From an optimization exercise on the open Yosys and OpenROAD flow, aimed at small area, a short achievable clock period and few clock cycles per item; shortcuts taken in it are not production practice. Only simulation tests tie the RTL to the original design; equivalence was not proved. Power is estimated from default activity; no workload was simulated.

--- flow/standard.sh ---
#!/bin/bash
# synth_recipe.tcl (not shown) runs the flow's synth.tcl, then flattens the netlist and writes it again
# the make line also repeats each setting of config.mk as NAME=value (left out here)
make -C /OpenROAD-flow-scripts/flow DESIGN_CONFIG=/design/flow/config.mk WORK_HOME=/design/flow/orfs CLKGATE_MAP_FILE= SYNTH_SCRIPT=/design/flow/synth_recipe.tcl "${@:-finish}"
--- flow/design.v ---
`timescale 1ns/1ps
package lsb_pkg;
    typedef logic [32-1:0] word_t;
    typedef logic [4-1:0] rob_tag_t;
    typedef logic [$clog2(8)-1:0] lsb_index_t;
    typedef enum logic [3:0] {
        LB, LBU, LH, LHU, LW, SB, SH, SW
    } ls_op_e;
    typedef enum logic [2:0] {
        MEM_SIZE_1 = 3'd1,
        MEM_SIZE_2 = 3'd2,
        MEM_SIZE_4 = 3'd4
    } mem_size_e;
    typedef union packed {
        word_t word;
        struct packed {
            logic [15:0] high_half;
            struct packed {
                logic [7:0] high_byte;
                logic [7:0] low_byte;
            } low_half;
        } lanes;
    } mem_word_u;
endpackage
`timescale 1ns/1ps
`timescale 1ns/1ps
`timescale 1ns/1ps
`timescale 1ns/1ps
module load_align (
    input  logic [31:0] mem_rdata,
    input  logic        word,
    input  logic        byte_op,
    input  logic        sign_b,
    input  logic        sign_h,
    output logic [31:0] load_value
);
    logic ext;
    assign ext = (sign_b && mem_rdata[7]) || (sign_h && mem_rdata[15]);
    assign load_value[7:0]   = mem_rdata[7:0];
    assign load_value[15:8]  = ({8{!byte_op}} & mem_rdata[15:8]) | {8{sign_b && mem_rdata[7]}};
    assign load_value[31:16] = ({16{word}} & mem_rdata[31:16]) | {16{ext}};
endmodule
`timescale 1ns/1ps
module load_store_buffer (
    input  logic       clk,
    input  logic       rst,
    input  logic       dis_valid,
    input  logic [3:0]  dis_op,
    input  logic [3:0] dis_tag,
    input  logic [31:0] dis_vj,
    input  logic [31:0] dis_vk,
    input  logic [31:0] dis_imm,
    input  logic [3:0] dis_qj,
    input  logic [3:0] dis_qk,
    input  logic       alu_cdb_valid,
    input  logic [31:0] alu_cdb_value,
    input  logic [3:0] alu_cdb_tag,
    input  logic       rob_cdb_valid,
    input  logic [31:0] rob_cdb_value,
    input  logic [3:0] rob_cdb_tag,
    input  logic       rob_commit,
    input  logic       mem_ready,
    input  logic [31:0] mem_rdata,
    output logic       mem_request,
    output logic       mem_write,
    output logic [31:0] mem_address,
    output logic [2:0]  mem_size,
    output logic [31:0] mem_wdata,
    output logic       lsb_cdb_valid,
    output logic [31:0] lsb_cdb_value,
    output logic [3:0] lsb_cdb_tag,
    output logic       full
);
    localparam int N = 6;
    function automatic logic [N-1:0] rot(logic [N-1:0] p);
        rot = {p[N-2:0], p[N-1]};
    endfunction
    function automatic logic is_store(logic [2:0] op);
        is_store = op[2] && (op[1] || op[0]);
    endfunction
    function automatic logic [31:0] add32(logic [31:0] a, logic [31:0] b);
        logic [31:0] g, p, x;
        x = a ^ b;
        g = a & b;
        p = x;
        for (int d = 1; d < 32; d = d * 2) begin
            for (int i = 31; i >= d; i--) begin
                g[i] = g[i] | (p[i] & g[i-d]);
                p[i] = p[i] & p[i-d];
            end
        end
        add32 = x ^ {g[30:0], 1'b0};
    endfunction
    function automatic logic hit(logic w, logic [3:0] q, logic v, logic [3:0] t);
        hit = w && v && q == t;
    endfunction
    logic [2:0]  op_q [N];
    logic [3:0]  qj_q [N];
    logic [3:0]  qk_q [N];    
    logic [N-1:0] jw;         
    logic [N-1:0] kw;         
    logic [31:0] vj_q [N];
    logic [31:0] vk_q [N];
    logic [31:0] ai_q [N];    
    logic [N-1:0] qhead;      
    logic [N-1:0] qtail;      
    logic [2:0]   qcnt;
    logic        hv;
    logic [2:0]  h_op;
    logic        h_st;        
    logic [3:0]  h_qj;
    logic [3:0]  h_qk;
    logic        h_jw, h_kw;
    logic [31:0] h_vj;
    logic [31:0] h_vk;
    logic [31:0] h_ai;        
    logic        h_aok;       
    logic        lsb_v;       
    logic [31:0] lsb_val;     
    logic [2:0]  commits;     
    logic        busy;        
    logic        cur_load;    
    logic        cur_word, cur_byte, cur_sb, cur_sh;
    logic [3:0]  cur_tag;
    logic        h_go;        
    logic        q_full;      
    logic [31:0] pa, pb;      
    logic        p_base;      
    logic        hv_n, h_aok_n, h_st_n, h_kw_n;
    logic [31:0] h_vj_n;
    logic [N-1:0] qhead_n, jw_n;
    logic [2:0]  qcnt_n, commits_n;
    logic        add_h_n;
    logic move;
    assign mem_request = h_go && (!busy || mem_ready);
    assign mem_write   = h_st;
    assign mem_address = h_ai;
    assign mem_size    = (h_op[2:1] == 2'b00 || h_op == 3'd5) ? 3'd1 :
                         (h_op[2:1] == 2'b01 || h_op == 3'd6) ? 3'd2 : 3'd4;
    assign mem_wdata   = h_vk;
    assign full = q_full && !mem_request;
    assign lsb_v = mem_ready && cur_load;
    load_align i_align (
        .mem_rdata(mem_rdata), .word(cur_word), .byte_op(cur_byte),
        .sign_b(cur_sb), .sign_h(cur_sh), .load_value(lsb_val)
    );
    always_ff @(posedge clk) begin
        if (rst) lsb_cdb_valid <= 1'b0;
        else     lsb_cdb_valid <= lsb_v;
        lsb_cdb_value <= lsb_val;
        lsb_cdb_tag   <= cur_tag;
    end
    assign commits_n = rst ? 3'd0 : commits + 3'(rob_commit) - 3'(mem_request && h_st);
    always_ff @(posedge clk) begin
        commits <= commits_n;
        if (rst) begin
            busy     <= 1'b0;
            cur_load <= 1'b0;
        end else begin
            if (mem_request) begin
                busy     <= 1'b1;
                cur_load <= !h_st;
            end else if (mem_ready) begin
                busy     <= 1'b0;
                cur_load <= 1'b0;
            end
        end
    end
    always_ff @(posedge clk) begin
        if (mem_request) begin
            cur_word <= h_op[2];
            cur_byte <= h_op[2:1] == 2'b00;
            cur_sb   <= h_op == 3'd0;
            cur_sh   <= h_op == 3'd2;
            cur_tag  <= h_qk;
        end
    end
    logic [2:0]  m_op;
    logic [3:0]  m_qj, m_qk;
    logic        m_jw, m_kw;
    logic [31:0] m_vj, m_vk;
    logic [N-1:0] sj_a, sj_r, sj_l, sk_a, sk_r, sk_l;    
    logic        mj_a, mj_r, mj_l, mk_a, mk_r, mk_l;
    always_comb begin
        m_op = '0; m_qj = '0; m_qk = '0; m_vj = '0; m_vk = '0; m_jw = 1'b0; m_kw = 1'b0;
        mj_a = 1'b0; mj_r = 1'b0; mj_l = 1'b0; mk_a = 1'b0; mk_r = 1'b0; mk_l = 1'b0;
        for (int s = 0; s < N; s++) begin
            sj_a[s] = hit(jw[s], qj_q[s], alu_cdb_valid, alu_cdb_tag);
            sj_r[s] = hit(jw[s], qj_q[s], rob_cdb_valid, rob_cdb_tag);
            sj_l[s] = hit(jw[s], qj_q[s], lsb_v, cur_tag);
            sk_a[s] = hit(kw[s], qk_q[s], alu_cdb_valid, alu_cdb_tag);
            sk_r[s] = hit(kw[s], qk_q[s], rob_cdb_valid, rob_cdb_tag);
            sk_l[s] = hit(kw[s], qk_q[s], lsb_v, cur_tag);
            m_op |= {3{qhead[s]}} & op_q[s];
            m_qj |= {4{qhead[s]}} & qj_q[s];
            m_qk |= {4{qhead[s]}} & qk_q[s];
            m_jw |= qhead[s] & jw[s];
            m_kw |= qhead[s] & kw[s];
            m_vj |= {32{qhead[s]}} & vj_q[s];
            m_vk |= {32{qhead[s]}} & vk_q[s];
        end
        mj_a = hit(m_jw, m_qj, alu_cdb_valid, alu_cdb_tag);
        mj_r = hit(m_jw, m_qj, rob_cdb_valid, rob_cdb_tag);
        mj_l = hit(m_jw, m_qj, lsb_v, cur_tag);
        mk_a = hit(m_kw, m_qk, alu_cdb_valid, alu_cdb_tag);
        mk_r = hit(m_kw, m_qk, rob_cdb_valid, rob_cdb_tag);
        mk_l = hit(m_kw, m_qk, lsb_v, cur_tag);
    end
    assign move = qcnt != 3'd0 && (!hv || mem_request);
    logic        add_h;
    logic [31:0] add_sum;
    assign add_h = hv && !h_aok;
    assign add_sum = add32(pa, pb);
    logic hj_a, hj_r, hj_l, hk_a, hk_r, hk_l;
    logic tj_a, tj_r, tj_l, tj_m, tk_a, tk_r, tk_l, tk_m;
    assign hj_a = hit(h_jw, h_qj, alu_cdb_valid, alu_cdb_tag);
    assign hj_r = hit(h_jw, h_qj, rob_cdb_valid, rob_cdb_tag);
    assign hj_l = hit(h_jw, h_qj, lsb_v, cur_tag);
    assign hk_a = hit(h_kw, h_qk, alu_cdb_valid, alu_cdb_tag);
    assign hk_r = hit(h_kw, h_qk, rob_cdb_valid, rob_cdb_tag);
    assign hk_l = hit(h_kw, h_qk, lsb_v, cur_tag);
    assign tj_a = move ? mj_a : hj_a;
    assign tj_r = move ? mj_r : hj_r;
    assign tj_l = move ? mj_l : hj_l;
    assign tj_m = move && !(mj_a || mj_r || mj_l);
    assign tk_a = move ? mk_a : hk_a;
    assign tk_r = move ? mk_r : hk_r;
    assign tk_l = move ? mk_l : hk_l;
    assign tk_m = move && !(mk_a || mk_r || mk_l);
    assign hv_n    = rst ? 1'b0 : move ? 1'b1 : mem_request ? 1'b0 : hv;
    assign h_aok_n = rst ? 1'b0 : move ? p_base : (add_h && !h_jw) ? 1'b1 : h_aok;
    assign h_st_n  = move ? is_store(m_op) : h_st;
    assign h_kw_n  = move ? m_kw && !(mk_a || mk_r || mk_l) :
                     h_kw && !(hk_a || hk_r || hk_l);
    assign add_h_n = hv_n && !h_aok_n;
    assign h_vj_n  = (move || hj_a || hj_r || hj_l) ?
                     ({32{tj_a}} & alu_cdb_value) | ({32{tj_r}} & rob_cdb_value) |
                     ({32{tj_l}} & lsb_val) | ({32{tj_m}} & m_vj) : h_vj;
    always_ff @(posedge clk) begin
        hv    <= hv_n;
        h_aok <= h_aok_n;
        h_st  <= h_st_n;
        h_kw  <= h_kw_n;
        h_go  <= hv_n && h_aok_n && (!h_st_n || (!h_kw_n && commits_n != 3'd0));
        pa     <= add_h_n ? h_vj_n : r_base ? r_vj : '0;
        pb     <= add_h_n ? (move ? pb : h_ai) : r_ai;
        p_base <= r_base;
        q_full <= hv_n && qcnt_n == 3'd6;
    end
    always_ff @(posedge clk) begin
        if (move) begin
            h_op <= m_op;
            h_qj <= m_qj;
            h_qk <= m_qk;
            h_jw <= m_jw && !(mj_a || mj_r || mj_l);
        end else begin
            if (hj_a || hj_r || hj_l) h_jw <= 1'b0;
        end
        if (move || (add_h && !h_jw)) begin
            h_ai <= add_sum;
        end
        h_vj <= h_vj_n;
        if (move || hk_a || hk_r || hk_l) begin
            h_vk <= ({32{tk_a}} & alu_cdb_value) | ({32{tk_r}} & rob_cdb_value) |
                    ({32{tk_l}} & lsb_val) | ({32{tk_m}} & m_vk);
        end
    end
    logic        dis_store;
    logic        dis_jw, dis_kw;
    logic        dj_a, dj_r, dj_l, dj_o, dk_a, dk_r, dk_l, dk_o;
    logic [31:0] dis_j, dis_k;
    assign dis_store = is_store(dis_op[2:0]);
    assign dis_jw = dis_qj != 4'd0;
    assign dis_kw = dis_qk != 4'd0;    
    assign dj_a = hit(dis_jw, dis_qj, alu_cdb_valid, alu_cdb_tag);
    assign dj_r = hit(dis_jw, dis_qj, rob_cdb_valid, rob_cdb_tag);
    assign dj_l = hit(dis_jw, dis_qj, lsb_v, cur_tag);
    assign dj_o = hit(dis_jw, dis_qj, lsb_cdb_valid, lsb_cdb_tag);
    assign dk_a = hit(dis_kw, dis_qk, alu_cdb_valid, alu_cdb_tag);
    assign dk_r = hit(dis_kw, dis_qk, rob_cdb_valid, rob_cdb_tag);
    assign dk_l = hit(dis_kw, dis_qk, lsb_v, cur_tag);
    assign dk_o = hit(dis_kw, dis_qk, lsb_cdb_valid, lsb_cdb_tag);
    assign dis_j = ({32{dj_a}} & alu_cdb_value) | ({32{dj_r}} & rob_cdb_value) |
                   ({32{dj_l}} & lsb_val) | ({32{dj_o}} & lsb_cdb_value) |
                   ({32{!(dj_a || dj_r || dj_l || dj_o)}} & dis_vj);
    assign dis_k = ({32{dk_a}} & alu_cdb_value) | ({32{dk_r}} & rob_cdb_value) |
                   ({32{dk_l}} & lsb_val) | ({32{dk_o}} & lsb_cdb_value) |
                   ({32{!(dk_a || dk_r || dk_l || dk_o)}} & dis_vk);
    assign qhead_n = rst ? N'(1) : move ? rot(qhead) : qhead;
    assign qcnt_n  = rst ? 3'd0 : qcnt + 3'(dis_valid) - 3'(move);
    logic [31:0] r_vj, r_ai;
    logic        r_a, r_r, r_l, r_base, r_dis;
    always_comb begin
        r_vj = '0; r_ai = '0; r_a = 1'b0; r_r = 1'b0; r_l = 1'b0; r_base = 1'b0;
        r_dis = dis_valid && (qhead_n & qtail) != '0;
        for (int s = 0; s < N; s++) begin
            r_vj   |= {32{qhead_n[s]}} & vj_q[s];
            r_ai   |= {32{qhead_n[s]}} & ai_q[s];
            r_a    |= qhead_n[s] & sj_a[s];
            r_r    |= qhead_n[s] & sj_r[s];
            r_l    |= qhead_n[s] & sj_l[s];
            r_base |= qhead_n[s] & !jw[s];
        end
        r_base = (r_base || r_a || r_r || r_l) && !r_dis;
        if (r_a || r_r || r_l) begin
            r_vj = ({32{r_a}} & alu_cdb_value) | ({32{r_r}} & rob_cdb_value) |
                   ({32{r_l}} & lsb_val);
        end
        if (r_dis) r_ai = dis_imm;
    end
    always_comb begin
        for (int s = 0; s < N; s++) begin
            if (dis_valid && qtail[s]) jw_n[s] = dis_jw && !(dj_a || dj_r || dj_l || dj_o);
            else if (sj_a[s] || sj_r[s] || sj_l[s]) jw_n[s] = 1'b0;
            else jw_n[s] = jw[s];
        end
    end
    always_ff @(posedge clk) begin
        qhead <= qhead_n;
        qcnt  <= qcnt_n;
        jw    <= jw_n;
        if (rst) begin
            qtail <= N'(1);
        end else begin
            if (dis_valid) qtail <= rot(qtail);
        end
    end
    always_ff @(posedge clk) begin
        for (int s = 0; s < N; s++) begin
            logic d, ja, jr, jl, ka, kr, kl;
            d  = dis_valid && qtail[s];
            ja = !d && sj_a[s];
            jr = !d && sj_r[s];
            jl = !d && sj_l[s];
            ka = !d && sk_a[s];
            kr = !d && sk_r[s];
            kl = !d && sk_l[s];
            if (d) begin
                op_q[s] <= dis_op[2:0];
                qj_q[s] <= dis_qj;
                qk_q[s] <= dis_store ? dis_qk : dis_tag;
                kw[s]   <= dis_kw && !(dk_a || dk_r || dk_l || dk_o);
                ai_q[s] <= dis_imm;
            end else begin
                if (ka || kr || kl) kw[s] <= 1'b0;
            end
            if (d || ja || jr || jl) begin
                vj_q[s] <= ({32{d}} & dis_j) | ({32{ja}} & alu_cdb_value) |
                           ({32{jr}} & rob_cdb_value) | ({32{jl}} & lsb_val);
            end
            if (d || ka || kr || kl) begin
                vk_q[s] <= ({32{d}} & dis_k) | ({32{ka}} & alu_cdb_value) |
                           ({32{kr}} & rob_cdb_value) | ({32{kl}} & lsb_val);
            end
        end
    end
endmodule
--- flow/config.mk ---
export PLATFORM = sky130hd
export DESIGN_NAME = load_store_buffer
export DESIGN_NICKNAME = load_store_buffer
export VERILOG_FILES = /design/flow/design.v
export SDC_FILE = /design/flow/constraint.sdc
export NUM_CORES = 4
export LEC_CHECK = 0
export CAP_MARGIN = 20
export CORE_MARGIN = 2
export CORE_UTILIZATION = 40
export SETUP_SLACK_MARGIN = 3.0
export SLEW_MARGIN = 20
export TNS_END_PERCENT = 25
--- flow/flow/run.sh ---
#!/bin/bash
# The standard layout (standard.sh, all steps), with the port buffers that
# buffer_ports inserts made plain buf_2 cells instead of the tool's default
# choice (a delay cell); every port is still buffered. Make's full output goes
# to flow_make.log here; ORFS keeps each step's log under orfs/logs.
set -euo pipefail
cd "$(dirname "$0")/.."
bash ./standard.sh "BUFFER_PORTS_ARGS=-buffer_cell sky130_fd_sc_hd__buf_2" finish > flow_make.log 2>&1
--- flow/constraint.sdc ---
create_clock -name core_clock -period 6.0 [get_ports {clk}]
set_input_delay 1.2000 -clock core_clock [delete_from_list [all_inputs] [get_ports {clk}]]
set_output_delay 1.2000 -clock core_clock [all_outputs]
set_load 0.01 [all_outputs]
==> results of run 1 <==
==> flip-flops by register name, indices dropped and copies added (netlist names), 32 cells and up <==
name           flops
pb                32
vj_q             192
ai_q             192
lsb_cdb_value     32
vk_q             192
pa                32
h_vk              32
h_vj              32
h_ai              32
==> timing repair <==
action,4_1_cts,5_1_grt
resized for setup,260,98
setup buffers,109,36
gates cloned,15,10
setup endpoints to repair,956,803
pin swaps,58,28
==> logic make-up after synthesis <==
logic type,share of synthesized area (%)
AOI/OAI and AO/OA,27.2
and+or+nand+nor,8.70
buffers and inverters,5.30
DFF,53.0
adders and majority gates,1.03
xor gates and xnor gates,3.92
muxes,0.865
==> power by group through the flow <==
stage | sequential, uW | combinational, uW | clock, uW
finish | 8620 | 8550 | 6700
global route | 8690 | 8980 | 6920
CTS | 8570 | 8030 | 6680
detailed placement | 8790 | 7070 | 0
global placement | 8800 | 6980 | 0
floorplan | 8520 | 4810 | 0
==> placed cells by master, fill, tap and decap left out, drive strengths merged, types with 78 or more instances in the layout <==
master	instances
a222oi	340
a22o	78
buf	588
a31oi	104
clkbuf	137
a21oi	231
a22oi	605
nor2	145
xor2	117
edfxtp	770
nand2	550
dfxtp	128
xnor2	100
o21ai	263
nand3	118
==> metal layers <==
layer	routed length, um	up-vias
li1	-	18694
met1	78400	22237
met2	99100	4598
met3	36400	1186
met4	19800	20
met5	161	-
==> cell type report <==
| type | count | area (sq um) | share of cell area [%] |
|---|---|---|---|
| Multi-Input combinational cell | 3058 | 22300 | 38.0 |
| Timing Repair Buffer | 600 | 4770 | 8.10 |
| Sequential cell | 898 | 25700 | 43.7 |
| Antenna cell | 15 | 37.5 | 0.0638 |
| Inverter | 82 | 439 | 0.746 |
| Clock buffer | 131 | 2830 | 4.80 |
| Tap cell | 1612 | 2020 | 3.43 |
| Clock inverter | 61 | 707 | 1.20 |
==> worst max-delay path: cells and delay by family <==
kind,cells,cell delay [ps]
simple gates,2,290
buf+inv,4,630
==> stage by stage <==
step           cells  total power [uW]  cell area (sq um)  setup slack (ps)  util, %
6_report        6457             23900              58800              2670     49.0
5_1_grt         6448             24600              58800              2650     49.0
4_1_cts         6396             23300              57900              2810     48.2
3_5_place_dp    6080             15900              51700              1240     43.1
3_3_place_gp    6080             15800              51700              1280     43.1
2_1_floorplan   4600             13300              49700              2560        -
==> worst paths after layout <==
| check | startpoint | end | slack [ps] | cells past startpoint |
|---|---|---|---|---|
| setup reg to reg | qj_q[3][2] | pa[4] | 2840 | 10 |
| hold reg to reg | h_vj[14] | h_vj[14] | 490 | 2 |
| setup / recovery | mem_ready | mem_request | 2670 | 6 |
| hold / removal | h_vj[14] | h_vj[14] | 490 | 2 |
==> summary.txt, run 1 <==
Global route
  – Initial antenna violation count: 26
  – Tot GR Track Use: 35.4%
  – Busiest grt layer: met2
  – Met2 usage: 52.4%
  – GR Util met1: 43.9%
  – GRT Residual Overflow: 0
  – Maximum number of pins on one net before global-route repair: 66
  – Vias in the first global route: 44477
  – Met3 Use GR: 11.3%
  – First-pass GRT wire length: 321000 um

Setup path
  – Worst Setup End Kind: output port
  – WP data required: 4800 ps
  – Slowest cell on crit path: clkinvlp_4
  – Setup CP Type: in2out
  – Crit start category: input port
  – CP cell instances: buf_8 -> nand2b_4 -> buf_4 -> nand2_2 -> clkinvlp_4 -> buf_6
  – Crit path DAT: 2130 ps
  – Critical path's largest stage delay: 210 ps
  – Max Fanout on Critical Path: 6

Power and ir drop
  – Pint: 14900 uW
  – PD cells: 406 nW/um^2
  – Logic gate share of total power: 35.8%
  – Clock share of power: 28.1%
  – P_sw: 8970 uW
  – Leak: 0.0211 uW
  – Sw Ratio: 37.6%
  – Sequential share of power: 36.1%
  – IR drop worst, VDD: 0.282 mV

Synthesis
  – Synth top area share: 47.7%
  – Commonest cells post-synth: edfxtp_1, a22oi_1, nand2_1
  – Post-Synthesis Cells: 4600
  – Post-synthesis sequential area ratio: 53.0%
  – Cell taking the most area after synthesis: edfxtp_1
  – Synth area leaders: edfxtp_1, a22oi_1, a222oi_1
  – FFs w/ async S/R, synth: 0%
  – Top FF cell, synth: edfxtp_1
  – Post-synth EDFFs: 770
  – Yosys reg bits: 898
  – Synth unique cells: 73
  – Post-Syn Area per Cell: 10.5 sq um
  – Syn Nets: 4861
  – Synth Warn #: 7
  – Post-Syn Area: 48500 sq um
  – Most common cell in the synthesized netlist: edfxtp_1

Layout
  – Layout area overhead: 21.4%
  – Fill cells: 10734
  – Layout Nets: 5002
  – Share of layout cells above drive strength 1: 22.9%

Place
  – Gpl congestion: 0.950
  – Port bufs: 328
  – DP HPWL: 128000 um

STA
  – Final Cycle Share: 55.5%
  – Worst Tran Pin Value: 1260 ps
  – Hold_ws: 486 ps
  – RSZ-0062 raised after global routing: yes
  – Final setup violation count: 0
  – Fmax: 300 MHz
  – Setup_tns: 0 ps
  – Worst Skew: 34.0 ps
  – Tmin final: 3330 ps
  – Final slew viol count: 0
  – Final Hold Fails: 0
  – Slew HR: 15.7%

Clock tree
  – Clock Latency Late Sink: 700 ps
  – CTS Buf Count: 101
  – Hold_buf cts: 0
  – Clock-pin slew on the worst setup and hold paths: 60 ps
  – Max clock buf depth: 3
  – CTS HTree Levels: 3
  – Clock Root Buffer: clkbuf_16
  – Clock Sinks: 898
  – CTS tree: yes

Routing
  – Final wirelength: 234000 um
  – Post-route ant nets: 0
  – Number of DRC violations after detailed-routing iteration 0: 10272
  – Number of detailed-route iterations in the first pass: 12
  – Residual DRC: 0
  – Routed vias: 46735
  – Via density: 7.24
  – Wire per inst: 36.2 um

Floorplan
  – Starting density of the core: 40.3%
  – Chip width: 352 um
  – DIE AREA: 124000 sq um
  – Row Count: 127
  – IO Count: 330
  – Die span in y: 352 um
  – Core area: 120000 sq um

Flow run
  – Maxcap violations: 0

Min path
  – Class of the worst hold path: reg2reg

Status
  – Status: timing/DRC/antenna clean
Testbench counts, summed over its fixed seeds: cycles 4,956, ops 2,560.
==> run 2: changes to the inputs <==
--- a/flow/design.v
+++ b/flow/design.v
@@ -122,8 +122,10 @@
     logic        cur_load;    
     logic        cur_word, cur_byte, cur_sb, cur_sh;
     logic [3:0]  cur_tag;
-    logic        h_go;        
-    logic        q_full;      
+    logic        rq_now;      
+    logic        rq_ready;    
+    logic        fl_hold;     
+    logic        fl_ready;    
     logic [31:0] pa, pb;      
     logic        p_base;      
     logic        hv_n, h_aok_n, h_st_n, h_kw_n;
@@ -132,13 +134,13 @@
     logic [2:0]  qcnt_n, commits_n;
     logic        add_h_n;
     logic move;
-    assign mem_request = h_go && (!busy || mem_ready);
+    assign mem_request = rq_now || (rq_ready && mem_ready);
     assign mem_write   = h_st;
     assign mem_address = h_ai;
     assign mem_size    = (h_op[2:1] == 2'b00 || h_op == 3'd5) ? 3'd1 :
                          (h_op[2:1] == 2'b01 || h_op == 3'd6) ? 3'd2 : 3'd4;
     assign mem_wdata   = h_vk;
-    assign full = q_full && !mem_request;
+    assign full = fl_hold || (fl_ready && !mem_ready);
     assign lsb_v = mem_ready && cur_load;
     load_align i_align (
         .mem_rdata(mem_rdata), .word(cur_word), .byte_op(cur_byte),
@@ -150,18 +152,18 @@
         lsb_cdb_value <= lsb_val;
         lsb_cdb_tag   <= cur_tag;
     end
+    logic busy_n;
     assign commits_n = rst ? 3'd0 : commits + 3'(rob_commit) - 3'(mem_request && h_st);
+    assign busy_n    = rst ? 1'b0 : mem_request ? 1'b1 : mem_ready ? 1'b0 : busy;
     always_ff @(posedge clk) begin
         commits <= commits_n;
+        busy    <= busy_n;
         if (rst) begin
-            busy     <= 1'b0;
             cur_load <= 1'b0;
         end else begin
             if (mem_request) begin
-                busy     <= 1'b1;
                 cur_load <= !h_st;
             end else if (mem_ready) begin
-                busy     <= 1'b0;
                 cur_load <= 1'b0;
             end
         end
@@ -233,6 +235,9 @@
     assign h_kw_n  = move ? m_kw && !(mk_a || mk_r || mk_l) :
                      h_kw && !(hk_a || hk_r || hk_l);
     assign add_h_n = hv_n && !h_aok_n;
+    logic go_n, full_n;
+    assign go_n    = hv_n && h_aok_n && (!h_st_n || (!h_kw_n && commits_n != 3'd0));
+    assign full_n  = hv_n && qcnt_n == 3'd6;
     assign h_vj_n  = (move || hj_a || hj_r || hj_l) ?
                      ({32{tj_a}} & alu_cdb_value) | ({32{tj_r}} & rob_cdb_value) |
                      ({32{tj_l}} & lsb_val) | ({32{tj_m}} & m_vj) : h_vj;
@@ -241,11 +246,13 @@
         h_aok <= h_aok_n;
         h_st  <= h_st_n;
         h_kw  <= h_kw_n;
-        h_go  <= hv_n && h_aok_n && (!h_st_n || (!h_kw_n && commits_n != 3'd0));
+        rq_now   <= go_n && !busy_n;
+        rq_ready <= go_n && busy_n;
+        fl_hold  <= full_n && !go_n;
+        fl_ready <= full_n && go_n && busy_n;
         pa     <= add_h_n ? h_vj_n : r_base ? r_vj : '0;
         pb     <= add_h_n ? (move ? pb : h_ai) : r_ai;
         p_base <= r_base;
-        q_full <= hv_n && qcnt_n == 3'd6;
     end
     always_ff @(posedge clk) begin
         if (move) begin
==> run 2 against run 1 <==
  * Cell area down 1.9%
  * Combinational power is 3.7% higher
  * Sequential cell count rose by 2
  * Routed wire length shrank 2.1%
  * Global-route usage decreased by 0.57 points
  * Sequential share of layout area is 0.91 points higher
  * Critical path type is now in2reg
==> summary.txt, run 2 <==
Synthesis
  – Synth area leaders: edfxtp_1, a22oi_1, a222oi_1
  – Commonest cells post-synth: edfxtp_1, nand2_1, a22oi_1
  – Synth top area share: 47.5%
  – Top FF cell, synth: edfxtp_1
  – Cell taking the most area after synthesis: edfxtp_1
  – Yosys reg bits: 900
  – Post-Syn Area per Cell: 10.5 sq um
  – Post-Syn Area: 48700 sq um
  – Post-Synthesis Cells: 4638
  – Syn Nets: 4899
  – Post-synthesis sequential area ratio: 52.8%
  – Synth unique cells: 72
  – Most common cell in the synthesized netlist: edfxtp_1
  – Synth Warn #: 7
  – FFs w/ async S/R, synth: 0%
  – Post-synth EDFFs: 770

Layout
  – Largest regs: ai_q: 192 flops, vj_q: 192 flops, vk_q: 192 flops
  – Reg area: 25700 sq um
  – Most frequent cells in the layout: edfxtp_1, nand2_1, a22oi_1
  – Layout Nets: 5020
  – Footprint of the multi-input gates: 21700 sq um
  – Fill cells: 10998
  – Share of layout cells above drive strength 1: 20.7%
  – Commonest non-fill, non-tap cell in the layout: edfxtp_1
  – Layout area overhead: 18.5%

Setup path
  – Setup CP Type: in2reg
  – Worst Setup End Kind: flop
  – Crit path DAT: 3940 ps
  – CP dominant cell by count: buf_12
  – Slowest cell on crit path: nor3_1
  – Max Fanout on Critical Path: 22
  – CP cell instances: buf_6 -> xor2_1 -> nor3_1 -> nand4_1 -> o22ai_1 -> or3_4 -> nor3_4 -> buf_12 -> a211o_4 -> buf_12 -> o2bb2ai_2
  – Worst path buffer plus inverter count: 3
  – WP data required: 6590 ps
  – Critical path's largest stage delay: 520 ps
  – Crit start category: input port
  – CP top delay family: simple AND/OR/NAND/NOR gates

Place
  – DP HPWL: 126000 um
  – Place WS: 1040 ps
  – Gpl congestion: 0.920
  – Port bufs: 328

Clock tree
  – CTS tree: yes
  – Clock-pin slew on the worst setup and hold paths: 60 ps
  – Clock Latency Late Sink: 710 ps
  – Clock Sinks: 900
  – Clock Root Buffer: clkbuf_16
  – CTS HTree Levels: 3
  – Max clock buf depth: 3
  – Hold_buf cts: 0
  – CTS Buf Count: 101

Power and ir drop
  – Leak: 0.0211 uW
  – Sequential share of power: 36.1%
  – Sw Ratio: 38.1%
  – Clock share of power: 27.0%
  – P_sw: 9140 uW
  – Pint: 14900 uW
  – PD cells: 416 nW/um^2
  – Logic gate share of total power: 37.0%
  – IR drop worst, VDD: 0.350 mV

Global route
  – Initial antenna violation count: 25
  – GRT Residual Overflow: 0
  – Maximum number of pins on one net before global-route repair: 58
  – Vias in the first global route: 43618
  – First-pass GRT wire length: 318000 um
  – Tot GR Track Use: 34.8%

STA
  – Worst Tran Pin Value: 1250 ps
  – Slew HR: 17.0%
  – Setup_tns: 0 ps
  – RSZ-0062 raised after global routing: yes
  – Worst Skew: 32.8 ps
  – Final slew viol count: 0
  – Final setup violation count: 0
  – Tmin final: 3350 ps
  – Final Cycle Share: 55.8%
  – Final setup margin: 2650 ps
  – Fmax: 299 MHz
  – Final Hold Fails: 0

Flow run
  – Maxcap violations: 0

Status
  – Status: timing/DRC/antenna clean

Floorplan
  – Die span in y: 353 um
  – DIE AREA: 125000 sq um
  – Chip width: 353 um
  – Starting density of the core: 40.2%
  – Row Count: 128
  – IO Count: 330
  – Core area: 121000 sq um

Routing
  – Post-route ant nets: 0
  – Final wirelength: 229000 um
  – Wire per inst: 35.3 um
  – Number of DRC violations after detailed-routing iteration 0: 9856
  – Via density: 7.16
  – Routed vias: 46377
  – Number of detailed-route iterations in the first pass: 12
  – Residual DRC: 0

Min path
  – Class of the worst hold path: reg2reg
[run 2: changes by cell type after synthesis, sizes merged, moves of 34 or more]
| cell | change |
|---|---|
| a31oi | -40 |
| a22oi | -103 |
| o21ai | -50 |
| nand2 | +51 |
| a21boi | +34 |
[run 2: cells by family after synthesis]
group	synth area share [%]
AOI/OAI and AO/OA	26.1
xor gates and xnor gates	4.10
adders and majority gates	1.02
buffers and inverters	5.23
DFF	52.8
muxes	0.927
and+or+nand+nor	9.84
[run 2: worst paths after layout]
| check | startpoint | end | slack (ps) | cells past startpoint |
|---|---|---|---|---|
| hold / removal | h_vj[26] | h_vj[26] | 470 | 2 |
| setup reg to reg | cur_tag[2] | pa[0] | 2720 | 11 |
| setup / recovery | alu_cdb_tag[3] | pa[0] | 2650 | 11 |
| hold reg to reg | h_vj[26] | h_vj[26] | 470 | 2 |
[run 2: cell type report]
class | count | share of cell area (%)
sequential | 900 | 44.6
multi-input combinational | 3105 | 37.6
timing repair buffer | 586 | 7.73
clock buffer | 133 | 4.84
tap | 1625 | 3.52
clock inverter | 57 | 0.990
inverter | 63 | 0.620
antenna | 9 | 0.0390
timing repair inverter | 2 | 0.0303
[run 2: worst register-to-register path, cell delays in order, from the launching register on]
cell	delay [ps]
edfxtp_1	390
buf_4	220
xor2_1	180
nor3_1	520
nand4_1	380
o22ai_1	260
or3_4	200
nor3_4	60
buf_12	130
a211o_4	390
buf_12	180
o2bb2ai_2	260
[run 2: power by group through the flow]
stage / sequential, uW / clock, uW / combinational, uW
after CTS: 8630 / 6470 / 8370
after floorplan: 8550 / 0 / 4770
final: 8660 / 6480 / 8870
after detailed placement: 8850 / 0 / 7190
after global routing: 8720 / 6690 / 9280
after global placement: 8850 / 0 / 7100
[run 2: what timing repair did]
item | in CTS | in global routing
endpoints found under the setup margin | 929 | 801
pin swaps | 44 | 11
setup buffers | 84 | 31
gates resized for setup | 189 | 87
cloned | 22 | 4
hold endpoints to repair | 0 | 0
[run 2: metrics by stage]
stage	instance area (sq um)	util (%)	hold WS (ps)	std cells	total power, uW
finish	57700	47.6	471	6480	24000
global route	57700	47.6	495	6476	24700
CTS	57000	47.0	473	6435	23500
detailed placement	51600	42.5	458	6139	16000
global placement	51600	42.5	447	6139	16000
floorplan	49100	-	343	4638	13300
[run 2: per-layer routing]
metal	track usage [%]	vias up	wire, um
met5	0.0377	-	172
met4	22.9	26	17200
met3	11.7	1090	34500
met2	51.5	4339	97800
met1	43.3	22224	79200
li1	-	18698	-
Testbench counts of run 2, summed over its fixed seeds: cycles 4,956, ops 2,560.

## afterwards: timing with drivers on the ports
In the flow no input, the clock included, has a driving cell. The finished layouts below were timed again as built, in two steps. Step 1 assumes that a clkbuf_16 drives the clock port and a buf_2 every other input. Step 2 times the ports against the registers' clock, not the clock port: input delays grow and output delays shrink by t, the midpoint of the rising clock arrivals with the driver on. Three values: no drivers, after step 1, after step 2; two values: the first two.
run	shift t [ns]	setup WS [ns]	hold slack, ns	cell pins on the clock port's net
run 1	0.770	2.669 / 2.624 / 2.001	0.486 / 0.486 / 0.486	1
run 2	0.774	2.652 / 2.685 / 1.911	0.471 / 0.471 / 0.471	1
After both steps setup and hold are still met in every run listed. For run 2, which loses most, drivers alone change the setup slack by +0.033 ns; drivers and shift together by -0.741 ns.
